What follows belongs to an exercise in optimizing a design on an open flow for a short achievable clock period and few clock cycles; a production flow would make more cautious choices.
Where RTL was checked, it was by simulation tests only, not by an equivalence proof against the original.
Only the layout flow was run in runs 4 and 5; the RTL was not checked for function there.

==> flow/design.v (outline; a module is shown in full before it is edited, if it fits) <==
// module lsp_booth_cs31: 791 lines
// module lsp_booth_cs32: 793 lines
// module lsp_prev_engine: 221 lines
module lsp_prev_engine
#(
  parameter int M      = 10,
  parameter int NP     = 4,
  parameter int SHIFT  = 3,
  parameter int ADDR_W = 11,
  parameter int DATA_W = 32
) (
  input  logic              clk,
  input  logic              reset,
  input  logic              start,
  input  logic              mode,
  input  logic [ADDR_W-1:0] x_base,
  input  logic [ADDR_W-1:0] g_base,
  input  logic [ADDR_W-1:0] fp_base,
  input  logic [ADDR_W-1:0] fg_base,
  input  logic [ADDR_W-1:0] out_base,
  input  logic [DATA_W-1:0] readIn,
  output logic [ADDR_W-1:0] readAddr,
  output logic [ADDR_W-1:0] writeAddr,
  output logic [DATA_W-1:0] writeOut,
  output logic              writeEn,
  output logic              busy,
  output logic              done
);
  // ...
==> flow/run.sh <==
#!/bin/bash
# synth_recipe.tcl (not shown) runs the flow's synth.tcl, then flattens the netlist and writes it again
# the make line also repeats each setting of config.mk as NAME=value (left out here)
make -C /OpenROAD-flow-scripts/flow DESIGN_CONFIG=/design/flow/config.mk WORK_HOME=/design/flow/orfs CLKGATE_MAP_FILE= SYNTH_SCRIPT=/design/flow/synth_recipe.tcl finish
==> flow/config.mk <==
export PLATFORM = sky130hd
export DESIGN_NAME = lsp_prev_engine
export DESIGN_NICKNAME = lsp_prev_engine
export VERILOG_FILES = /design/flow/design.v
export SDC_FILE = /design/flow/constraint.sdc
export NUM_CORES = 4
export LEC_CHECK = 0
export CAP_MARGIN = 20
export CORE_MARGIN = 2
export CORE_UTILIZATION = 40
export SLEW_MARGIN = 20
==> flow/constraint.sdc <==
create_clock -name core_clock -period 13.0 [get_ports {clk}]
set_input_delay 2.6000 -clock core_clock [delete_from_list [all_inputs] [get_ports {clk}]]
set_output_delay 2.6000 -clock core_clock [all_outputs]
set_load 0.01 [all_outputs]
==> parameters.txt, run 1 <==
Parameter                              Value

Clock tree
  Number of H-tree levels ... 2
  Count of clock tree sinks ... about 350
  Clock tree from TritonCTS ... built

STA
  Relative slew slack ... 17.46%
  Number of pins with negative max-slew slack in the final report ... 0
  Final number of hold-violating endpoints ... 0

Critical path
  Launching instance or port of the critical path ... r_acc[24]$_DFFE_PP_
  Count of buffer and inverter cells on the critical path ... 1
  Sequence of cells on the critical path ... fa_1, ha_1, a211oi_1, o21ai_0, a221oi_1, o2111ai_1, a31oi_1, xnor2_1, nand2b_1, buf_4, a21oi_1, nor2b_1, o32ai_1
  Worst Path Arrival ... roughly 5.5 ns
  Start of the worst register-to-register path ... r_acc[24]$_DFFE_PP_
  Critical Path Stages ... 13
  CP max stage cell ... sky130_fd_sc_hd__edfxtp_1

Final layout
  Area of combinational cells with multiple inputs ... 15040 µm²
  Number of nets in the layout ... about 2800
  Final standard cell count with taps included and fillers excluded ... 3251
  Register area ... 8302 µm²
  Fraction of final layout cells with drive strength greater than 1 ... under 10%

Die
  I/O pin cnt ... between 100 and 150

Detailed routing
  Antenna viol nets, final ... 0
  Routed length on met1 ... about 30 mm
  Detailed-routing iteration count for the pre-antenna-repair pass ... 6

Yosys
  Combinational family with the most area after synthesis ... adder cells
  Multiplexer share of the synthesized area ... 0.7824%
  Synth warn ... 1

GRT
  Total Routing Usage GR ... 21.49%
  Met2 track demand over resource ... 34.46%

Status
  Outcome ... finished clean

Hold path
  Startpoint of the lowest-slack hold path ... r_wptr[10]$_DFFE_PP_
  Hold WC Path Type ... flop to flop
Testbench counts, summed over its fixed seeds: cycles 20,262.
==> run 2: changes to the inputs <==
--- a/flow/config.mk
+++ b/flow/config.mk
@@ -5,7 +5,9 @@
 export SDC_FILE = /design/flow/constraint.sdc
 export NUM_CORES = 4
 export LEC_CHECK = 0
+export ABC_CLOCK_PERIOD_IN_PS = 3000
 export CAP_MARGIN = 20
 export CORE_MARGIN = 2
 export CORE_UTILIZATION = 40
+export SETUP_SLACK_MARGIN = 5
 export SLEW_MARGIN = 20
==> run 2 against run 1 <==
Against the previous run: sequential share of layout area did not move; highest routed layer unchanged; fmax did not move; clock-buffer cell count did not move.
==> parameters.txt, run 2 <==
Parameter                              Value

GRT
  Via count of the first global-routing pass ... 19030
  Antenna violations before repair ... 1
  Grt total ovfl ... 0
  Global-route wire length before repair ... 107.4 mm
  Maximum number of pins on one net before global-route repair ... just over 80
  Total Routing Usage GR ... 21.49% (unchanged)

Die
  Die outline area ... 63980 µm²
  Cell Rows ... 91
  I/O pin cnt ... 148 (unchanged)
  Initial Util ... around 40%
  Die width ... 252.9 µm
  Core outline area ... ~61000 µm²
  Vertical extent of the die ... 252.9 µm

Yosys
  Biggest area contributors in the synthesized netlist ... sky130_fd_sc_hd__edfxtp_1 (17%), sky130_fd_sc_hd__dfxtp_1 (17%), sky130_fd_sc_hd__fa_1 (16%)
  Most repeated cell in the gate-level netlist after synthesis ... sky130_fd_sc_hd__a22oi_1
  Cell types with the highest counts after synthesis ... sky130_fd_sc_hd__a22oi_1 (252), sky130_fd_sc_hd__xnor2_1 (228), sky130_fd_sc_hd__dfxtp_1 (206)
  Share of the synthesized area in the top cell type ... 16.84%
  Post-synthesis register bit count ... 345
  Netlist area before placement ... about 25000 µm²
  Sequential area share after synthesis ... 33.48%
  Number of library cell types mapped by synthesis ... 72
  Library cell with the largest summed area after synthesis ... sky130_fd_sc_hd__edfxtp_1
  Fraction of registers with async set or reset after synthesis ... 0%
  Post-Synthesis Mean Instance Area ... roughly 10 µm²
  Top FF cell, synth ... sky130_fd_sc_hd__dfxtp_1
  Post-Synthesis Net Count ... 2852
  Number of enable flip-flop cells after synthesis ... 139
  Cell count after synthesis ... 2441
  Synth warn ... 1 (unchanged)

Final layout
  Total of fill cells in the finished design ... ~5700
  Most common cell after layout, fill and taps aside ... sky130_fd_sc_hd__a22oi_1
  Most frequent cells in the layout ... sky130_fd_sc_hd__a22oi_1 (252), sky130_fd_sc_hd__xnor2_1 (228), sky130_fd_sc_hd__dfxtp_1 (205)
  Registers with the most flip-flops ... r_acc x32, r_ms x32, r_es x31
  Fraction of final layout cells with drive strength greater than 1 ... 5.002% (unchanged)
  Area Growth Syn to Fin ... 12.13%
  Number of nets in the layout ... 2841 (unchanged)

Critical path
  Type of the worst setup path ... flop to flop
  Reg-to-reg setup timing slack ... 7.84 ns
  Maximum fanout along the worst path ... 23
  Data required, critical path ... 13.38 ns
  Worst Path Arrival ... 5.54 ns (about the same)
  Element type at the critical path end ... flop
  Crit path launch type ... flop

Clock tree
  CTS clk-pin slew, worst paths ... 0.06 ns
  Cts-stage hold buffer count ... 0
  Clock tree from TritonCTS ... built
  Number of setup buffers added after CTS ... 0
  Root buf cell ... sky130_fd_sc_hd__clkbuf_16
  Clock latency of the later-clocked register in the worst-skew pair ... 0.56 ns
  Num CTS Buffers ... 41
  Count of instances resized after the clock tree is built ... 0
  Count of clock tree sinks ... 345 (unchanged)
  Number of H-tree levels ... 2 (unchanged)
  Clk buf depth ... 3

STA
  Final-report setup violation count ... 0
  Final period demand of the worst path ... roughly 5.2 ns
  Setup skew after layout ... 0.02437 ns
  Total Negative Setup Slacks ... 0 ns
  Relative slew slack ... 17.46% (unchanged)
  Actual slew at the worst max-slew pin ... 1.236 ns
  Final Cycle Share ... 39.71%
  Final number of hold-violating endpoints ... 0 (unchanged)
  Setup repair after global routing missed its margin ... false
  Max Clock Freq ... 0.1937 GHz
  Number of pins with negative max-slew slack in the final report ... 0 (unchanged)

Detailed routing
  Total wire length ... 69.19 mm
  Antenna viol nets, final ... 0 (unchanged)
  Via count of the routed design ... between 15000 and 20000
  Drc violations ... 0
  Detailed-routing iteration count for the pre-antenna-repair pass ... 6 (unchanged)
  1st-iter DRT viols ... 1471
  Wire per inst ... 21.28 µm
  Number of vias per cell ... 5.681

Hold path
  Hold WC Path Type ... flop to flop

Placed design
  Port-buffer cells ... about 130
  GPL Wtd Cong ... around 0.9
  Post-detailed-placement half-perimeter wirelength ... slightly below 50 mm

Run
  # Max-Cap Violations ... 0

Status
  Outcome ... finished clean
[run 2: cell counts in the layout (fill, tap and decap cells not counted)]
Identical to the previous run, type by type.
[run 2: area by class of cell]
cell class / count / area, µm² / area share (%)
Clock inverter: 14 / 118.9 / 0.4276
Timing Repair Buffer: 158 / 1562 / 5.618
Antenna cell: 2 / 5.005 / 0.01801
Tap cell: 790 / 988.4 / 3.556
Clock buffer: 58 / 1212 / 4.362
Sequential cell: 345 / 8302 / 29.87
Inverter: 150 / 563.0 / 2.026
Multi-Input combinational cell: 1734 / 15040 / 54.13
[run 2: metal layers]
layer  track usage, %  routed length [µm]  vias to the layer above
li1                 -                   -                     8408
met5                0                   0                        -
met2            34.46               31430                      839
met4            8.757                2679                        0
met3            3.680                5200                      180
met1            28.80               29870                     9042
[run 2: logic make-up after synthesis]
| logic type | Yosys count | synth area share, % |
|---|---|---|
| flip-flops | 345 | 33.48 |
| AND/OR/NAND/NOR | 412 | 7.839 |
| AO/OA/AOI/OAI | 608 | 16.70 |
| adder cells (fa/ha/maj) | 320 | 22.09 |
| multiplexers | 18 | 0.7824 |
| XOR/XNOR | 376 | 13.29 |
| buffers and inverters | 362 | 5.830 |
[run 2: metrics by stage]
step / util, % / cells / cell area, µm² / setup WS, ns / hold WS, ns
2_1_floorplan: - / 2441 / 24790 / 9.411 / 0.3462
3_3_place_gp: 42.92 / 3174 / 26390 / 8.023 / 0.3780
3_5_place_dp: 42.94 / 3175 / 26400 / 7.963 / 0.3857
4_1_cts: 45.11 / 3247 / 27740 / 7.932 / 0.3965
5_1_grt: 45.20 / 3249 / 27790 / 7.518 / 0.4026
6_report: 45.21 / 3251 / 27800 / 7.838 / 0.4009
[run 2: critical path, cell delays in order (launching register included)]
cell	delay [ns]
sky130_fd_sc_hd__edfxtp_1	0.86
sky130_fd_sc_hd__fa_1	0.55
sky130_fd_sc_hd__ha_1	0.41
sky130_fd_sc_hd__a211oi_1	0.34
sky130_fd_sc_hd__o21ai_0	0.20
sky130_fd_sc_hd__a221oi_1	0.37
sky130_fd_sc_hd__o2111ai_1	0.15
sky130_fd_sc_hd__a31oi_1	0.29
sky130_fd_sc_hd__xnor2_1	0.29
sky130_fd_sc_hd__nand2b_1	0.59
sky130_fd_sc_hd__buf_4	0.41
sky130_fd_sc_hd__a21oi_1	0.15
sky130_fd_sc_hd__nor2b_1	0.15
sky130_fd_sc_hd__o32ai_1	0.22
[run 2: path summary, 6_finish.rpt]
check	cells past startpoint	endpoint	start
hold / removal	0	r_waddr[10]$_DFF_P_	r_wptr[10]$_DFFE_PP_
hold reg to reg	0	r_waddr[10]$_DFF_P_	r_wptr[10]$_DFFE_PP_
setup / recovery	13	r_acc[16]$_DFFE_PP_	r_acc[24]$_DFFE_PP_
setup reg to reg	13	r_acc[16]$_DFFE_PP_	r_acc[24]$_DFFE_PP_
==> run 3: changes to the inputs <==
==> flow/flow/run.sh (new file) <==
#!/bin/bash
set -euo pipefail
bash standard.sh SETUP_SLACK_MARGIN=9.5 finish > flow_make.log 2>&1
==> flow/standard.sh (new file) <==
#!/bin/bash
# synth_recipe.tcl (not shown) runs the flow's synth.tcl, then flattens the netlist and writes it again
# the make line also repeats each setting of config.mk as NAME=value (left out here)
make -C /OpenROAD-flow-scripts/flow DESIGN_CONFIG=/design/flow/config.mk WORK_HOME=/design/flow/orfs CLKGATE_MAP_FILE= SYNTH_SCRIPT=/design/flow/synth_recipe.tcl "${@:-finish}"
--- a/flow/config.mk
+++ b/flow/config.mk
@@ -9,5 +9,4 @@
 export CAP_MARGIN = 20
 export CORE_MARGIN = 2
 export CORE_UTILIZATION = 40
-export SETUP_SLACK_MARGIN = 5
 export SLEW_MARGIN = 20
removed: flow/run.sh
==> run 3 against run 2 <==
Against the previous run: still clean on timing, DRC and antenna; clock-buffer cell count did not move; via count increased by 4.3%; cell count is 4.6% higher; critical path depth decreased by 11; final area grew 8.9%; critical endpoint is now writeOut[26].
==> parameters.txt, run 3 <==
Parameter                              Value

STA
  Total Negative Setup Slacks ... 0 ns (unchanged)
  Post-layout worst setup margin ... 9.212 ns (+1.374 ns)
  Setup skew after layout ... 0.05432 ns (+0.02995 ns)
  Setup repair after global routing missed its margin ... true
  Final number of hold-violating endpoints ... 0 (unchanged)
  Final period demand of the worst path ... 3.788 ns (-1.374 ns)
  Number of pins with negative max-slew slack in the final report ... 0 (unchanged)
  Relative slew slack ... 26.06% (+8.6 points)
  Final Cycle Share ... 29.14% (-11 points)
  Actual slew at the worst max-slew pin ... 1.109 ns (-0.1274 ns)
  Max Clock Freq ... 0.2640 GHz (+36%)
  Final-report setup violation count ... 0 (unchanged)

Critical path
  Element type at the critical path end ... output port
  Highest cell delay on the worst timing path ... 0.37 ns (-0.49 ns)
  Worst Path Arrival ... 1.19 ns (-4.35 ns)
  CP max stage cell ... sky130_fd_sc_hd__dfxtp_4
  Launching instance or port of the critical path ... r_wout[30]$_DFF_P_
  FF-to-FF path depth ... 13 (unchanged)
  Maximum fanout along the worst path ... 8 (-65%)
  Reg-to-reg critical path endpoint ... r_acc[16]$_DFFE_PP_
  Data required, critical path ... 10.40 ns (-2.98 ns)
  Count of buffer and inverter cells on the critical path ... 2 (+1)
  Type of the worst setup path ... flop to output port
  Start of the worst register-to-register path ... r_acc[22]$_DFFE_PP_
  Sequence of cells on the critical path ... buf_8, buf_6
  Crit path launch type ... flop
  CP delay by family, top ... flip-flops
  Reg-to-reg setup timing slack ... 9.37 ns (+1.53 ns)

Detailed routing
  1st-iter DRT viols ... 1460 (-0.75%)
  Detailed-routing iteration count for the pre-antenna-repair pass ... 7 (+1)
  Number of vias per cell ... 5.663 (-0.32%)
  Wire per inst ... 21.12 µm (-0.74%)
  Total wire length ... 71.82 mm (+3.8%)
  Via count of the routed design ... 19250 (+4.3%)
  Drc violations ... 0 (unchanged)
  Antenna viol nets, final ... 0 (unchanged)

Yosys
  Synth warn ... 1 (unchanged)
  Library cell with the largest summed area after synthesis ... sky130_fd_sc_hd__edfxtp_1
  Fraction of registers with async set or reset after synthesis ... 0% (unchanged)
  Share of the synthesized area in the top cell type ... 16.84% (unchanged)
  Number of library cell types mapped by synthesis ... 72 (unchanged)
  Top FF cell, synth ... sky130_fd_sc_hd__dfxtp_1
  Number of enable flip-flop cells after synthesis ... 139 (unchanged)
  Netlist area before placement ... 24790 µm² (unchanged)
  Sequential area share after synthesis ... 33.48% (unchanged)
  Cell types with the highest counts after synthesis ... sky130_fd_sc_hd__a22oi_1 (252), sky130_fd_sc_hd__xnor2_1 (228), sky130_fd_sc_hd__dfxtp_1 (206)
  Post-synthesis register bit count ... 345 (unchanged)
  Post-Synthesis Mean Instance Area ... 10.15 µm² (unchanged)
  Biggest area contributors in the synthesized netlist ... sky130_fd_sc_hd__edfxtp_1 (17%), sky130_fd_sc_hd__dfxtp_1 (17%), sky130_fd_sc_hd__fa_1 (16%)
  Most repeated cell in the gate-level netlist after synthesis ... sky130_fd_sc_hd__a22oi_1
  Cell count after synthesis ... 2441 (unchanged)
  Post-Synthesis Net Count ... 2852 (unchanged)

Die
  Cell Rows ... 91 (unchanged)
  Core outline area ... 61480 µm² (unchanged)
  Die outline area ... 63980 µm² (unchanged)
  Vertical extent of the die ... 252.9 µm (unchanged)
  Initial Util ... 40.32% (unchanged)
  I/O pin cnt ... 148 (unchanged)
  Die width ... 252.9 µm (unchanged)

Clock tree
  Clk buf depth ... 3 (unchanged)
  Number of H-tree levels ... 2 (unchanged)
  Clock latency of the later-clocked register in the worst-skew pair ... 0.61 ns (+0.05 ns)
  Clock tree from TritonCTS ... built
  Num CTS Buffers ... 42 (+2.4%)
  Root buf cell ... sky130_fd_sc_hd__clkbuf_16
  CTS clk-pin slew, worst paths ... 0.06 ns (about the same)
  Count of clock tree sinks ... 345 (unchanged)

Status
  Outcome ... finished clean

GRT
  Antenna violations before repair ... 0 (-1)
  Grt total ovfl ... 0 (unchanged)
  Total Routing Usage GR ... 22.10% (+0.62 points)
  Global-route wire length before repair ... 110.6 mm (+3.0%)
  Via count of the first global-routing pass ... 19770 (+3.9%)
  Maximum number of pins on one net before global-route repair ... 80 (-1.2%)

Final layout
  Area Growth Syn to Fin ... 22.13%
  Total of fill cells in the finished design ... 5494 (-4.3%)
  Antenna Diode Count ... 0 (-2)
  Design Area, Final ... 30270 µm² (+8.9%)
  Most frequent cells in the layout ... sky130_fd_sc_hd__a22oi_1 (248), sky130_fd_sc_hd__xnor2_1 (226), sky130_fd_sc_hd__fa_1 (195)
  Registers with the most flip-flops ... r_acc x32, r_ms x32, r_es x31
  Post-layout util ... 49.24% (+4.0 points)
  Fraction of final layout cells with drive strength greater than 1 ... 17.85% (+13 points)
  Most common cell after layout, fill and taps aside ... sky130_fd_sc_hd__a22oi_1
  Number of nets in the layout ... 2987 (+5.1%)

Hold path
  Hold WC Path Type ... flop to flop
  Cell depth of the worst min-delay path ... 0 (unchanged)
  Startpoint of the lowest-slack hold path ... r_wptr[1]$_DFFE_PP_
  Hold Crit Endpoint ... r_waddr[1]$_DFF_P_

Run
  # Max-Cap Violations ... 0 (unchanged)

Placed design
  Port-buffer cells ... 131 (unchanged)
  Placed instance area ... 26520 µm² (+0.43%)
  Post-detailed-placement half-perimeter wirelength ... 47.59 mm (-3.0%)
  GPL Wtd Cong ... 0.9055 (+1.3%)
  Worst setup slack after placement ... 8.113 ns (+0.1506 ns)
[run 3: how the worst max path moves through the flow]
stage | slack, ns | end | cells after the start
2_1_floorplan | 9.51 | r_es[13]$_DFF_P_ | 9
3_3_place_gp | 8.14 | r_acc[28]$_DFFE_PP_ | 12
3_5_place_dp | 8.11 | r_acc[18]$_DFFE_PP_ | 13
4_1_cts | 9.17 | writeOut[26] | 2
5_1_grt | 9.18 | writeOut[23] | 2
6_report | 9.21 | writeOut[26] | 2
[run 3: kinds of logic after synthesis]
kind of cell    after synthesis  synth area share, %
compound gates              608                16.70
simple gates                412                7.839
xor+xnor                    376                13.29
buf+inv                     362                5.830
flops                       345                33.48
fa+ha+maj                   320                22.09
mux                          18               0.7824
[run 3: stage by stage]
stage               instances  hold slack, ns
floorplan                2441          0.3462
global placement         3191          0.3849
detailed placement       3191          0.3933
CTS                      3362          0.4114
global route             3400          0.4285
finish                   3400          0.4114
[run 3: final cells by class]
cell class / count / area [µm²] / share of cell area [%]
Sequential cell: 345 / 8344 / 27.56
Timing Repair Buffer: 303 / 3039 / 10.04
Clock buffer: 58 / 1212 / 4.005
Inverter: 150 / 565.5 / 1.868
Tap cell: 790 / 988.4 / 3.265
Multi-Input combinational cell: 1734 / 15850 / 52.34
Clock inverter: 20 / 277.8 / 0.9175
[run 3: layer usage]
layer	up-vias	part of all wire, %	GRT usage, %
met1	9599	42	28.34
li1	8692	-	-
met4	0	4.5	10.62
met2	778	46	35.68
met5	-	0	0.3861
met3	185	7.3	4.472
[run 3: timing repair]
item,CTS,global route
endpoints found under the setup margin,143,123
gates resized for setup,364,150
cloned,2,2
hold endpoints to repair,0,0
buffers inserted,91,36
hold buffers,0,0
pin swaps,43,46
==> module lsp_prev_engine, before the edit <==
module lsp_prev_engine
#(
  parameter int M      = 10,
  parameter int NP     = 4,
  parameter int SHIFT  = 3,
  parameter int ADDR_W = 11,
  parameter int DATA_W = 32
) (
  input  logic              clk,
  input  logic              reset,
  input  logic              start,
  input  logic              mode,
  input  logic [ADDR_W-1:0] x_base,
  input  logic [ADDR_W-1:0] g_base,
  input  logic [ADDR_W-1:0] fp_base,
  input  logic [ADDR_W-1:0] fg_base,
  input  logic [ADDR_W-1:0] out_base,
  input  logic [DATA_W-1:0] readIn,
  output logic [ADDR_W-1:0] readAddr,
  output logic [ADDR_W-1:0] writeAddr,
  output logic [DATA_W-1:0] writeOut,
  output logic              writeEn,
  output logic              busy,
  output logic              done
);
  localparam logic signed [31:0] MAX_32 = 32'sh7FFF_FFFF;
  localparam logic signed [31:0] MIN_32 = 32'sh8000_0000;
  logic              r_busy, r_done, r_wen;
  logic              r_mode;           
  logic [ADDR_W-1:0] r_raddr, r_waddr, r_wptr;
  logic [ADDR_W-1:0] r_px, r_pg, r_pfp, r_pfg;
  logic [9:0]        r_rph;            
  logic [3:0]        r_rel;            
  logic              r_rlast;          
  logic [9:0]        r_ph1, r_ph2;     
  logic [3:0]        r_wcnt;
  logic              w_start;
  assign w_start = start & ~r_busy;
  logic c_isx, c_isg, c_isfp, c_isfg;    
  logic n_isx, n_isg, n_isfp, n_isfg;    
  always_comb begin
    c_isx  = r_rph[0];
    c_isg  = r_mode ? r_rph[1] : r_rph[9];
    c_isfp = r_mode ? (r_rph[2] | r_rph[4] | r_rph[6] | r_rph[8])
                    : (r_rph[1] | r_rph[3] | r_rph[5] | r_rph[7]);
    c_isfg = r_mode ? (r_rph[3] | r_rph[5] | r_rph[7] | r_rph[9])
                    : (r_rph[2] | r_rph[4] | r_rph[6] | r_rph[8]);
    n_isx  = r_rph[9] & ~r_rlast;
    n_isg  = r_mode ? r_rph[0] : r_rph[8];
    n_isfp = r_mode ? (r_rph[1] | r_rph[3] | r_rph[5] | r_rph[7])
                    : (r_rph[0] | r_rph[2] | r_rph[4] | r_rph[6]);
    n_isfg = r_mode ? (r_rph[2] | r_rph[4] | r_rph[6] | r_rph[8])
                    : (r_rph[1] | r_rph[3] | r_rph[5] | r_rph[7]);
  end
  always_ff @(posedge clk) begin
    if (!r_busy) begin
      r_mode  <= mode;
      r_px    <= x_base;
      r_pg    <= g_base;
      r_pfp   <= fp_base;
      r_pfg   <= fg_base;
      r_wptr  <= out_base;
      r_raddr <= x_base;
      r_rel   <= '0;
      r_rlast <= 1'b0;
      r_wcnt  <= '0;
    end else begin
      if (c_isx)  r_px  <= r_px + 1'b1;
      if (c_isg)  r_pg  <= r_pg + 1'b1;
      if (c_isfp) r_pfp <= r_pfp + 1'b1;
      if (c_isfg) r_pfg <= r_pfg + 1'b1;
      r_raddr <= ({ADDR_W{n_isx}}  & r_px)  | ({ADDR_W{n_isg}}  & r_pg) |
                 ({ADDR_W{n_isfp}} & r_pfp) | ({ADDR_W{n_isfg}} & r_pfg);
      if (r_rph[9]) begin
        r_rel   <= r_rel + 1'b1;
        r_rlast <= (r_rel == 4'(M - 2));
      end
      if (r_wen) begin
        r_wptr <= r_wptr + 1'b1;
        r_wcnt <= r_wcnt + 1'b1;
      end
    end
  end
  always_ff @(posedge clk) begin
    if (reset) begin
      r_busy <= 1'b0;
      r_rph  <= '0;
      r_ph1  <= '0;
      r_ph2  <= '0;
    end else begin
      r_busy <= w_start | (r_busy & ~r_done);
      r_rph  <= {r_rph[8:0], (r_rph[9] & ~r_rlast) | w_start};
      r_ph1  <= r_rph;
      r_ph2  <= r_ph1;
    end
  end
  logic signed [15:0] r_din;      
  logic [15:0]        r_a;        
  logic [7:0]         r_aone, r_atwo, r_aneg;   
  logic               r_amin, r_anz;
  logic [7:0]         r_gone, r_gtwo, r_gneg;   
  logic [31:0]        r_ms, r_mc;    
  logic               r_msign;       
  logic               r_mv, r_fv;    
  logic signed [31:0] r_acc;
  logic [31:0]        r_es, r_ec;    
  logic               r_e1v, r_e2v;
  logic w_sub;
  assign w_sub = ~r_mode;
  logic d_lda, d_ldg, d_mul, d_fin, d_init;
  always_comb begin
    d_lda  = r_mode ? (r_ph2[0] | r_ph2[2] | r_ph2[4] | r_ph2[6] | r_ph2[8])
                    : (r_ph2[0] | r_ph2[1] | r_ph2[3] | r_ph2[5] | r_ph2[7]);
    d_ldg  = r_mode ? r_ph2[1] : r_ph2[9];
    d_mul  = r_mode ? (r_ph2[1] | r_ph2[3] | r_ph2[5] | r_ph2[7] | r_ph2[9])
                    : (r_ph2[2] | r_ph2[4] | r_ph2[6] | r_ph2[8]);
    d_fin  = r_mode ? r_ph2[9] : r_ph2[8];
    d_init = r_mode ? r_ph2[1] : r_ph2[0];
  end
  function automatic logic [23:0] booth_enc(input logic [15:0] v, input logic flip);
    logic [16:0] e;
    logic [7:0] one, two, neg;
    e = {v, 1'b0};
    for (int i = 0; i < 8; i++) begin
      one[i] = e[2*i+1] ^ e[2*i];
      two[i] = (e[2*i+2] & ~e[2*i+1] & ~e[2*i]) | (~e[2*i+2] & e[2*i+1] & e[2*i]);
      neg[i] = e[2*i+2] ^ flip;
    end
    booth_enc = {one, two, neg};
  endfunction
  always_ff @(posedge clk) begin
    r_din <= readIn[15:0];
    if (d_lda) begin
      r_a <= r_din;
      {r_aone, r_atwo, r_aneg} <= booth_enc(r_din, w_sub);
      r_amin <= (r_din == 16'h8000);
      r_anz  <= (r_din != 16'h0000);
    end
    if (d_ldg) begin
      {r_gone, r_gtwo, r_gneg} <= booth_enc(r_din, 1'b0);
    end
  end
  logic [30:0] w_ts, w_tc;
  lsp_booth_cs31 u_mul (
    .one(r_aone), .two(r_atwo), .neg(r_aneg), .b(r_din), .s(w_ts), .c(w_tc)
  );
  logic w_special;
  assign w_special = r_amin & (r_din == 16'sh8000);
  always_ff @(posedge clk) begin
    if (w_special) begin
      r_ms <= w_sub ? 32'h8000_0001 : 32'h7FFF_FFFF;
      r_mc <= 32'h0;
    end else begin
      r_ms <= {w_ts, 1'b0};
      r_mc <= {w_tc, 1'b0};
    end
    r_msign <= r_anz & (r_din != 16'h0000) & (r_a[15] ^ r_din[15] ^ w_sub);
  end
  logic [31:0] w_x3, w_c3, w_sum;
  logic        w_ovf;
  logic [31:0] w_sat;
  always_comb begin
    w_x3  = r_acc ^ r_ms ^ r_mc;
    w_c3  = {((r_acc[30:0] & r_ms[30:0]) | (r_acc[30:0] & r_mc[30:0]) |
              (r_ms[30:0] & r_mc[30:0])), 1'b0};
    w_sum = w_x3 + w_c3;
    w_ovf = (r_acc[31] == r_msign) & (w_sum[31] != r_acc[31]);
    w_sat = w_ovf ? (r_acc[31] ? MIN_32 : MAX_32) : w_sum;
  end
  logic [31:0] w_p;
  logic [15:0] w_eres;
  always_comb begin
    w_p = r_es + r_ec;
    if (w_p[31:27] == 5'b00000 || w_p[31:27] == 5'b11111) begin
      w_eres = w_p[27:12];
    end else begin
      w_eres = w_p[31] ? 16'h8000 : 16'h7FFF;
    end
  end
  logic [31:0] w_et_s, w_et_c;
  lsp_booth_cs32 u_fin (
    .one(r_gone), .two(r_gtwo), .neg(r_gneg), .b(r_acc[31:16]), .s(w_et_s), .c(w_et_c)
  );
  logic [31:0] r_wout;
  logic        w_wen;
  assign w_wen = r_mode ? r_fv : r_e2v;
  always_ff @(posedge clk) begin
    if (d_init) begin
      r_acc <= r_mode ? 32'h0 : {r_din, 16'h0000};
    end else if (r_mv) begin
      r_acc <= w_sat;
    end
    r_es <= w_et_s;
    r_ec <= w_et_c;
    r_wout <= r_mode ? {{16{w_sat[31]}}, w_sat[31:16]} : {{16{w_eres[15]}}, w_eres};
    r_waddr <= r_wptr;
  end
  always_ff @(posedge clk) begin
    if (reset) begin
      r_mv   <= 1'b0;
      r_fv   <= 1'b0;
      r_e1v  <= 1'b0;
      r_e2v  <= 1'b0;
      r_wen  <= 1'b0;
      r_done <= 1'b0;
    end else begin
      r_mv   <= d_mul;
      r_fv   <= d_fin;
      r_e1v  <= r_fv & ~r_mode;
      r_e2v  <= r_e1v;
      r_wen  <= w_wen;
      r_done <= w_wen & (r_wcnt == 4'(M - 1));
    end
  end
  assign readAddr  = r_raddr;
  assign writeAddr = r_waddr;
  assign writeOut  = r_wout;
  assign writeEn   = r_wen;
  assign busy      = r_busy;
  assign done      = r_done;
endmodule
==> run 4: changes to the inputs <==
--- a/flow/design.v
+++ b/flow/design.v
@@ -1682,20 +1682,18 @@
   logic [15:0]        r_a;        
   logic [7:0]         r_aone, r_atwo, r_aneg;   
   logic               r_amin, r_anz;
-  logic [7:0]         r_gone, r_gtwo, r_gneg;   
+  logic [7:0]         r_gneg;                   
+  logic [7:0]         r_gone_u, r_gtwo_u;       
   logic [31:0]        r_ms, r_mc;    
   logic               r_msign;       
-  logic               r_mv, r_fv;    
+  logic               r_fv;          
   logic signed [31:0] r_acc;
   logic [31:0]        r_es, r_ec;    
   logic               r_e1v, r_e2v;
   logic w_sub;
   assign w_sub = ~r_mode;
-  logic d_lda, d_ldg, d_mul, d_fin, d_init;
+  logic d_mul, d_fin, d_init;
   always_comb begin
-    d_lda  = r_mode ? (r_ph2[0] | r_ph2[2] | r_ph2[4] | r_ph2[6] | r_ph2[8])
-                    : (r_ph2[0] | r_ph2[1] | r_ph2[3] | r_ph2[5] | r_ph2[7]);
-    d_ldg  = r_mode ? r_ph2[1] : r_ph2[9];
     d_mul  = r_mode ? (r_ph2[1] | r_ph2[3] | r_ph2[5] | r_ph2[7] | r_ph2[9])
                     : (r_ph2[2] | r_ph2[4] | r_ph2[6] | r_ph2[8]);
     d_fin  = r_mode ? r_ph2[9] : r_ph2[8];
@@ -1714,15 +1712,11 @@
   endfunction
   always_ff @(posedge clk) begin
     r_din <= readIn[15:0];
-    if (d_lda) begin
-      r_a <= r_din;
-      {r_aone, r_atwo, r_aneg} <= booth_enc(r_din, w_sub);
-      r_amin <= (r_din == 16'h8000);
-      r_anz  <= (r_din != 16'h0000);
-    end
-    if (d_ldg) begin
-      {r_gone, r_gtwo, r_gneg} <= booth_enc(r_din, 1'b0);
-    end
+    r_a   <= r_din;
+    {r_aone, r_atwo, r_aneg} <= booth_enc(r_din, w_sub);
+    {r_gone_u, r_gtwo_u, r_gneg} <= booth_enc(r_din, 1'b0);
+    r_amin <= (r_din == 16'h8000);
+    r_anz  <= (r_din != 16'h0000);
   end
   logic [30:0] w_ts, w_tc;
   lsp_booth_cs31 u_mul (
@@ -1731,14 +1725,17 @@
   logic w_special;
   assign w_special = r_amin & (r_din == 16'sh8000);
   always_ff @(posedge clk) begin
-    if (w_special) begin
+    if (!d_mul) begin
+      r_ms <= 32'h0;
+      r_mc <= 32'h0;
+    end else if (w_special) begin
       r_ms <= w_sub ? 32'h8000_0001 : 32'h7FFF_FFFF;
       r_mc <= 32'h0;
     end else begin
       r_ms <= {w_ts, 1'b0};
       r_mc <= {w_tc, 1'b0};
     end
-    r_msign <= r_anz & (r_din != 16'h0000) & (r_a[15] ^ r_din[15] ^ w_sub);
+    r_msign <= d_mul & r_anz & (r_din != 16'h0000) & (r_a[15] ^ r_din[15] ^ w_sub);
   end
   logic [31:0] w_x3, w_c3, w_sum;
   logic        w_ovf;
@@ -1763,7 +1760,7 @@
   end
   logic [31:0] w_et_s, w_et_c;
   lsp_booth_cs32 u_fin (
-    .one(r_gone), .two(r_gtwo), .neg(r_gneg), .b(r_acc[31:16]), .s(w_et_s), .c(w_et_c)
+    .one(r_aone), .two(r_atwo), .neg(r_gneg), .b(r_acc[31:16]), .s(w_et_s), .c(w_et_c)
   );
   logic [31:0] r_wout;
   logic        w_wen;
@@ -1771,7 +1768,7 @@
   always_ff @(posedge clk) begin
     if (d_init) begin
       r_acc <= r_mode ? 32'h0 : {r_din, 16'h0000};
-    end else if (r_mv) begin
+    end else begin
       r_acc <= w_sat;
     end
     r_es <= w_et_s;
@@ -1781,14 +1778,12 @@
   end
   always_ff @(posedge clk) begin
     if (reset) begin
-      r_mv   <= 1'b0;
       r_fv   <= 1'b0;
       r_e1v  <= 1'b0;
       r_e2v  <= 1'b0;
       r_wen  <= 1'b0;
       r_done <= 1'b0;
     end else begin
-      r_mv   <= d_mul;
       r_fv   <= d_fin;
       r_e1v  <= r_fv & ~r_mode;
       r_e2v  <= r_e1v;
--- a/flow/config.mk
+++ b/flow/config.mk
@@ -9,4 +9,6 @@
 export CAP_MARGIN = 20
 export CORE_MARGIN = 2
 export CORE_UTILIZATION = 40
+export CTS_CLUSTER_DIAMETER = 200
+export CTS_CLUSTER_SIZE = 30
 export SLEW_MARGIN = 20
==> run 4 against run 3 <==
Against the previous run: final area shrank 8.6%; synthesized cell count rose by 2.5%; cell count decreased by 3.4%; die area decreased by 3.1%; critical endpoint is now writeOut[24]; clock skew shrank 0.023 ns; still clean.
==> parameters.txt, run 4 <==
Parameter                              Value

Status
  Outcome ... finished clean

Critical path
  Crit path launch type ... flop
  Element type at the critical path end ... output port
  Sequence of cells on the critical path ... buf_12, buf_6
  CP delay by family, top ... flip-flops
  Count of buffer and inverter cells on the critical path ... 2 (unchanged)
  Type of the worst setup path ... flop to output port
  Worst Path Arrival ... 1.16 ns (-0.03 ns)
  Highest cell delay on the worst timing path ... 0.37 ns (about the same)
  Data required, critical path ... 10.40 ns (about the same)
  Maximum fanout along the worst path ... 9 (+1)
  CP max stage cell ... sky130_fd_sc_hd__dfxtp_4

Yosys
  Netlist area before placement ... 24010 µm² (-3.1%)
  Most repeated cell in the gate-level netlist after synthesis ... sky130_fd_sc_hd__dfxtp_1
  Biggest area contributors in the synthesized netlist ... sky130_fd_sc_hd__dfxtp_1 (23%), sky130_fd_sc_hd__fa_1 (16%), sky130_fd_sc_hd__xnor2_1 (8.3%)
  Cell count after synthesis ... 2502 (+2.5%)
  Number of enable flip-flop cells after synthesis ... 56 (-60%)
  Sequential area share after synthesis ... 29.60% (-3.9 points)
  Post-synthesis register bit count ... 327 (-5.2%)
  Share of the synthesized area in the top cell type ... 22.60% (+5.8 points)
  Synth warn ... 1 (unchanged)
  Fraction of registers with async set or reset after synthesis ... 0% (unchanged)
  Library cell with the largest summed area after synthesis ... sky130_fd_sc_hd__dfxtp_1
  Cell types with the highest counts after synthesis ... sky130_fd_sc_hd__dfxtp_1 (271), sky130_fd_sc_hd__a22oi_1 (250), sky130_fd_sc_hd__xnor2_1 (228)
  Post-Synthesis Mean Instance Area ... 9.595 µm² (-5.5%)
  Number of library cell types mapped by synthesis ... 79 (+9.7%)
  Post-Synthesis Net Count ... 2913 (+2.1%)
  Top FF cell, synth ... sky130_fd_sc_hd__dfxtp_1

GRT
  Via count of the first global-routing pass ... 19490 (-1.4%)
  Grt total ovfl ... 0 (unchanged)
  Global-route wire length before repair ... 112.6 mm (+1.9%)
  Maximum number of pins on one net before global-route repair ... 88 (+10%)
  Antenna violations before repair ... 5 (+5)
  Total Routing Usage GR ... 22.94% (+0.84 points)

Placed design
  GPL Wtd Cong ... 0.8707 (-3.8%)
  Post-detailed-placement half-perimeter wirelength ... 47.94 mm (+0.75%)
  Port-buffer cells ... 131 (unchanged)

Die
  Cell Rows ... 89 (-2.2%)
  Core outline area ... 59130 µm² (-3.8%)
  Die outline area ... 61990 µm² (-3.1%)
  Die width ... 249.0 µm (-1.6%)
  Initial Util ... 40.60% (+0.28 points)
  I/O pin cnt ... 148 (unchanged)
  Vertical extent of the die ... 249.0 µm (-1.6%)

STA
  Final period demand of the worst path ... 3.760 ns (-0.02732 ns)
  Number of pins with negative max-slew slack in the final report ... 0 (unchanged)
  Setup skew after layout ... 0.03167 ns (-0.02265 ns)
  Total Negative Setup Slacks ... 0 ns (unchanged)
  Final Cycle Share ... 28.93% (-0.21 points)
  Max Clock Freq ... 0.2659 GHz (+0.73%)
  Final number of hold-violating endpoints ... 0 (unchanged)
  Setup repair after global routing missed its margin ... true
  Actual slew at the worst max-slew pin ... 1.231 ns (+0.1219 ns)
  Relative slew slack ... 17.94% (-8.1 points)
  Final-report setup violation count ... 0 (unchanged)

Final layout
  Most frequent cells in the layout ... sky130_fd_sc_hd__a22oi_1 (250), sky130_fd_sc_hd__xnor2_1 (227), sky130_fd_sc_hd__dfxtp_1 (201)
  Registers with the most flip-flops ... r_acc x32, r_ms x32, r_es x31
  Total of fill cells in the finished design ... 5474 (-0.36%)
  Number of nets in the layout ... 2918 (-2.3%)
  Fraction of final layout cells with drive strength greater than 1 ... 14.70% (-3.2 points)
  Most common cell after layout, fill and taps aside ... sky130_fd_sc_hd__a22oi_1
  Post-layout util ... 46.77% (-2.5 points)
  Area Growth Syn to Fin ... 15.21%

Detailed routing
  Number of vias per cell ... 5.744 (+1.4%)
  Wire per inst ... 22.31 µm (+5.6%)
  Antenna viol nets, final ... 0 (unchanged)
  Total wire length ... 73.31 mm (+2.1%)
  Drc violations ... 0 (unchanged)
  Via count of the routed design ... 18880 (-2.0%)
  Detailed-routing iteration count for the pre-antenna-repair pass ... 6 (-1)
  1st-iter DRT viols ... 1618 (+11%)

Clock tree
  Clock latency of the later-clocked register in the worst-skew pair ... 0.55 ns (-0.06 ns)
  Count of clock tree sinks ... 327 (-5.2%)
  Num CTS Buffers ... 14 (-67%)
  CTS clk-pin slew, worst paths ... 0.11 ns (+0.05 ns)
  Clk buf depth ... 3 (unchanged)
  Cts-stage hold buffer count ... 0 (unchanged)
  Clock tree from TritonCTS ... built
  Root buf cell ... sky130_fd_sc_hd__clkbuf_16
  Number of H-tree levels ... 1 (-1)

Hold path
  Hold WC Path Type ... flop to flop

Run
  # Max-Cap Violations ... 0 (unchanged)
[run 4: cell count changes after synthesis, moves of 5 or more]
cell | previous run | this run
sky130_fd_sc_hd__edfxtp_1 | 139 | 56
sky130_fd_sc_hd__dfxtp_1 | 206 | 271
sky130_fd_sc_hd__nand2_1 | 115 | 170
sky130_fd_sc_hd__a21oi_1 | 154 | 131
sky130_fd_sc_hd__a21o_1 | 46 | 24
sky130_fd_sc_hd__a31oi_1 | 8 | 19
sky130_fd_sc_hd__buf_1 | 19 | 27
sky130_fd_sc_hd__a32oi_1 | 8 | 1
sky130_fd_sc_hd__o21ai_0 | 59 | 66
sky130_fd_sc_hd__a221oi_2 | 2 | 8
sky130_fd_sc_hd__clkbuf_1 | 165 | 170
sky130_fd_sc_hd__o21bai_1 | 5 | 10
[run 4: cell families (layout without fill, tap and decap cells)]
logic type / Yosys count / after routing / synth area share [%]
muxes: 22 / 22 / 0.9903
other: 0 / 2 / 0
AOI/OAI and AO/OA: 596 / 596 / 17.10
adders and majority gates: 320 / 320 / 22.81
DFF: 327 / 327 / 29.60
buffers and inverters: 382 / 391 / 6.504
xor gates and xnor gates: 375 / 375 / 13.71
and+or+nand+nor: 480 / 480 / 9.282
[run 4: area by class of cell]
type                    instances  area [µm²]  share of cell area [%]
flip-flops and latches        327        7257                   26.24
diodes                          2       5.005                 0.01810
clock buffers                  19       390.4                   1.411
well taps                     773       967.2                   3.497
multi-input cells            1793       16120                   58.29
clock inverters                 1       30.03                  0.1086
repair buffers                217        2308                   8.347
inverters                     154       578.1                   2.090
[run 4: timing repair]
item | CTS | global route
endpoints found under the hold margin | 0 | 0
resized for setup | 429 | 135
pin swaps | 40 | 37
gates cloned | 5 | 1
setup endpoints to repair | 169 | 122
setup buffers | 33 | 12
[run 4: routing by layer]
metal	global-route usage, %	routed length (µm)	share of wire (%)
met1	30.66	31390	43
met2	37.36	33630	46
met3	3.699	5680	7.7
met5	0	27	0.037
met4	8.623	2586	3.5
[run 4: path summary, 6_finish.rpt]
path / cells after the start / start / slack, ns / end
worst min register to register: 0 / r_wptr[1]$_DFFE_PP_ / 0.42 / r_waddr[1]$_DFF_P_
worst max register to register: 13 / r_ms[1]$_SDFF_PP0_ / 9.32 / r_wout[8]$_DFF_P_
worst min-delay path: 0 / r_wptr[1]$_DFFE_PP_ / 0.42 / r_waddr[1]$_DFF_P_
worst max-delay path: 2 / r_wout[30]$_DFF_P_ / 9.24 / writeOut[24]
[run 4: metrics by stage]
step	hold slack (ns)	setup slack (ns)	instances	instance area [µm²]
floorplan	0.3290	9.508	2502	24010
global placement	0.3829	8.078	3213	25580
detailed placement	0.3953	8.015	3213	25590
CTS	0.4184	9.219	3271	26870
global route	0.4346	9.190	3285	27660
finish	0.4160	9.240	3286	27660
==> run 5: changes to the inputs <==
--- a/flow/config.mk
+++ b/flow/config.mk
@@ -9,6 +9,4 @@
 export CAP_MARGIN = 20
 export CORE_MARGIN = 2
 export CORE_UTILIZATION = 40
-export CTS_CLUSTER_DIAMETER = 200
-export CTS_CLUSTER_SIZE = 30
 export SLEW_MARGIN = 20
==> run 5 against run 4 <==
Against the previous run: sequential cell count unchanged; final area grew 3.6%; clock-buffer cell count is 41 higher; die area unchanged; register-to-register slack got worse by 0.10 ns; critical endpoint is now writeOut[26].
==> parameters.txt, run 5 <==
Parameter                              Value

Status
  Outcome ... finished clean

Critical path
  Element type at the critical path end ... output port
  Highest cell delay on the worst timing path ... 0.38 ns (about the same)
  Sequence of cells on the critical path ... buf_8, buf_6
  Maximum fanout along the worst path ... 8 (-1)
  Crit path launch type ... flop
  Data required, critical path ... 10.40 ns (about the same)
  Type of the worst setup path ... flop to output port
  Count of buffer and inverter cells on the critical path ... 2 (unchanged)
  Worst Path Arrival ... 1.21 ns (+0.05 ns)
  CP max stage cell ... sky130_fd_sc_hd__dfxtp_4
  CP delay by family, top ... flip-flops

STA
  Max Clock Freq ... 0.2624 GHz (-1.3%)
  Total Negative Setup Slacks ... 0 ns (unchanged)
  Final Cycle Share ... 29.31% (+0.39 points)
  Final number of hold-violating endpoints ... 0 (unchanged)
  Setup skew after layout ... 0.02189 ns (-0.009781 ns)
  Number of pins with negative max-slew slack in the final report ... 0 (unchanged)
  Final-report setup violation count ... 0 (unchanged)
  Setup repair after global routing missed its margin ... true
  Worst hold margin ... 0.4006 ns (-0.01537 ns)
  Final period demand of the worst path ... 3.811 ns (+0.05056 ns)
  Actual slew at the worst max-slew pin ... 1.292 ns (+0.06104 ns)
  Relative slew slack ... 13.87% (-4.1 points)

Die
  Die outline area ... 61990 µm² (unchanged)
  Die width ... 249.0 µm (unchanged)
  Vertical extent of the die ... 249.0 µm (unchanged)
  I/O pin cnt ... 148 (unchanged)
  Initial Util ... 40.60% (unchanged)
  Core outline area ... 59130 µm² (unchanged)
  Cell Rows ... 89 (unchanged)

Detailed routing
  Total wire length ... 74.73 mm (+1.9%)
  Detailed-routing iteration count for the pre-antenna-repair pass ... 6 (unchanged)
  Antenna viol nets, final ... 0 (unchanged)
  Number of vias per cell ... 5.757 (+0.22%)
  1st-iter DRT viols ... 1802 (+11%)
  Drc violations ... 0 (unchanged)
  Via count of the routed design ... 19250 (+2.0%)
  Wire per inst ... 22.35 µm (+0.17%)

GRT
  Via count of the first global-routing pass ... 19810 (+1.6%)
  Grt total ovfl ... 0 (unchanged)
  Maximum number of pins on one net before global-route repair ... 88 (unchanged)
  Global-route wire length before repair ... 114.2 mm (+1.3%)
  Antenna violations before repair ... 3 (-2)
  Total Routing Usage GR ... 23.38% (+0.44 points)

Clock tree
  Root buf cell ... sky130_fd_sc_hd__clkbuf_16
  Number of H-tree levels ... 2 (+1)
  Num CTS Buffers ... 41 (+27)
  Count of clock tree sinks ... 327 (unchanged)
  Clk buf depth ... 3 (unchanged)
  Clock latency of the later-clocked register in the worst-skew pair ... 0.58 ns (+0.03 ns)
  Clock tree from TritonCTS ... built
  CTS clk-pin slew, worst paths ... 0.06 ns (-0.05 ns)

Yosys
  Library cell with the largest summed area after synthesis ... sky130_fd_sc_hd__dfxtp_1
  Cell count after synthesis ... 2502 (unchanged)
  Post-Synthesis Net Count ... 2913 (unchanged)
  Synth warn ... 1 (unchanged)
  Sequential area share after synthesis ... 29.60% (unchanged)
  Post-Synthesis Mean Instance Area ... 9.595 µm² (unchanged)
  Netlist area before placement ... 24010 µm² (unchanged)
  Number of library cell types mapped by synthesis ... 79 (unchanged)
  Most repeated cell in the gate-level netlist after synthesis ... sky130_fd_sc_hd__dfxtp_1
  Fraction of registers with async set or reset after synthesis ... 0% (unchanged)
  Share of the synthesized area in the top cell type ... 22.60% (unchanged)
  Biggest area contributors in the synthesized netlist ... sky130_fd_sc_hd__dfxtp_1 (23%), sky130_fd_sc_hd__fa_1 (16%), sky130_fd_sc_hd__xnor2_1 (8.3%)
  Number of enable flip-flop cells after synthesis ... 56 (unchanged)
  Post-synthesis register bit count ... 327 (unchanged)
  Cell types with the highest counts after synthesis ... sky130_fd_sc_hd__dfxtp_1 (271), sky130_fd_sc_hd__a22oi_1 (250), sky130_fd_sc_hd__xnor2_1 (228)
  Top FF cell, synth ... sky130_fd_sc_hd__dfxtp_1

Final layout
  Number of nets in the layout ... 2947 (+0.99%)
  Most common cell after layout, fill and taps aside ... sky130_fd_sc_hd__a22oi_1
  Fraction of final layout cells with drive strength greater than 1 ... 16.39% (+1.7 points)
  Area Growth Syn to Fin ... 19.32%
  Registers with the most flip-flops ... r_acc x32, r_ms x32, r_es x31
  Post-layout util ... 48.44% (+1.7 points)
  Most frequent cells in the layout ... sky130_fd_sc_hd__a22oi_1 (250), sky130_fd_sc_hd__xnor2_1 (227), sky130_fd_sc_hd__dfxtp_1 (202)

Placed design
  GPL Wtd Cong ... 0.8707 (unchanged)
  Post-detailed-placement half-perimeter wirelength ... 47.94 mm (unchanged)
  Port-buffer cells ... 131 (unchanged)

Run
  # Max-Cap Violations ... 0 (unchanged)

Hold path
  Hold WC Path Type ... flop to flop
[run 5: cell counts after synthesis]
Identical to the previous run, type by type.
[run 5: final cells by class]
cell class / count / area, µm²
Fill cell: 5391 / 30490
Multi-Input combinational cell: 1793 / 16140
Sequential cell: 327 / 7248
Timing Repair Buffer: 219 / 2326
Clock buffer: 60 / 1240
Tap cell: 773 / 967.2
Inverter: 154 / 578.1
Clock inverter: 16 / 138.9
Antenna cell: 2 / 5.005
[run 5: logic make-up (layout without fill, tap and decap cells)]
| group | count (synthesis) | in the layout | share of synthesized area, % |
|---|---|---|---|
| AO/OA/AOI/OAI | 596 | 596 | 17.10 |
| XOR/XNOR | 375 | 375 | 13.71 |
| buffers and inverters | 382 | 449 | 6.504 |
| other | 0 | 2 | 0 |
| flip-flops | 327 | 327 | 29.60 |
| adder cells (fa/ha/maj) | 320 | 320 | 22.81 |
| AND/OR/NAND/NOR | 480 | 480 | 9.282 |
| multiplexers | 22 | 22 | 0.9903 |
[run 5: final timing paths]
path	start	to	slack, ns	depth (start not counted)
setup / recovery	r_wout[30]$_DFF_P_	writeOut[26]	9.19	2
hold / removal	r_wptr[1]$_DFFE_PP_	r_waddr[1]$_DFF_P_	0.40	0
setup reg to reg	r_acc[28]$_DFF_P_	r_wout[14]$_DFF_P_	9.22	11
hold reg to reg	r_wptr[1]$_DFFE_PP_	r_waddr[1]$_DFF_P_	0.40	0
[run 5: routing by layer]
metal / vias to the layer above / global-route usage, % / wire [µm]
met2: 920 / 37.89 / 34350
met4: 4 / 9.229 / 2710
met3: 164 / 4.671 / 6388
met5: - / 0 / 26
li1: 8617 / - / -
met1: 9546 / 30.67 / 31260
[run 5: stage by stage]
step | setup WS [ns] | std cells | instance area, µm²
after detailed placement | 8.015 | 3213 | 25590
after global placement | 8.078 | 3213 | 25580
after CTS | 9.166 | 3324 | 27720
after global routing | 9.149 | 3342 | 28640
final | 9.189 | 3344 | 28650
after floorplan | 9.508 | 2502 | 24010
[run 5: timing repair]
item | CTS | global route
setup endpoints to repair | 167 | 121
cloned | 4 | 2
buffers inserted | 31 | 16
pin swaps | 38 | 46
resized for setup | 413 | 155
hold buffers | 0 | 0
hold endpoints to repair | 0 | 0
[run 5: worst reg2reg max path, cell delays in order (launching register included)]
cell	delay [ns]
sky130_fd_sc_hd__dfxtp_2	0.65
sky130_fd_sc_hd__fa_1	0.51
sky130_fd_sc_hd__ha_1	0.41
sky130_fd_sc_hd__a2111o_1	0.41
sky130_fd_sc_hd__o221ai_1	0.23
sky130_fd_sc_hd__o41a_4	0.29
sky130_fd_sc_hd__buf_12	0.13
sky130_fd_sc_hd__mux2i_4	0.27
sky130_fd_sc_hd__buf_12	0.15
sky130_fd_sc_hd__o31a_1	0.27
sky130_fd_sc_hd__buf_4	0.17
sky130_fd_sc_hd__a22oi_2	0.11

port drivers added, routing unchanged:
How much do the figures lean on ideal ports? The routed layouts below were timed once more, with nothing changed but the port constraints. Step 1: set_driving_cell puts a clkbuf_16 on clk and a buf_2 on each other input, an assumption about the parent block. Step 2 moves the port delays by t, midway between the first and last clock arrival at a register: inputs arrive t later, outputs are due t later. That takes back most of the time a late clock gives input paths. Slacks: no drivers / after step 1 / after step 2; pairs: no drivers / after step 1.
run | t (ns) | setup WS [ns] | clock arrival spread, ns | pins driven straight from the clock port
run 1 | 0.606 | 7.838 / 7.838 / 7.838 | 0.027 / 0.026 | 1
run 2 | 0.606 | 7.838 / 7.838 / 7.838 | 0.027 / 0.026 | 1
run 3 | 0.644 | 9.212 / 9.155 / 9.059 | 0.055 / 0.056 | 1
run 4 | 0.591 | 9.240 / 9.180 / 9.075 | 0.032 / 0.032 | 1
run 5 | 0.629 | 9.189 / 9.130 / 9.067 | 0.021 / 0.022 | 1
After both steps every run listed still meets setup and hold. The setup slack of run 4, which loses most, moves by -0.060 ns with the drivers and by -0.165 ns with both steps.
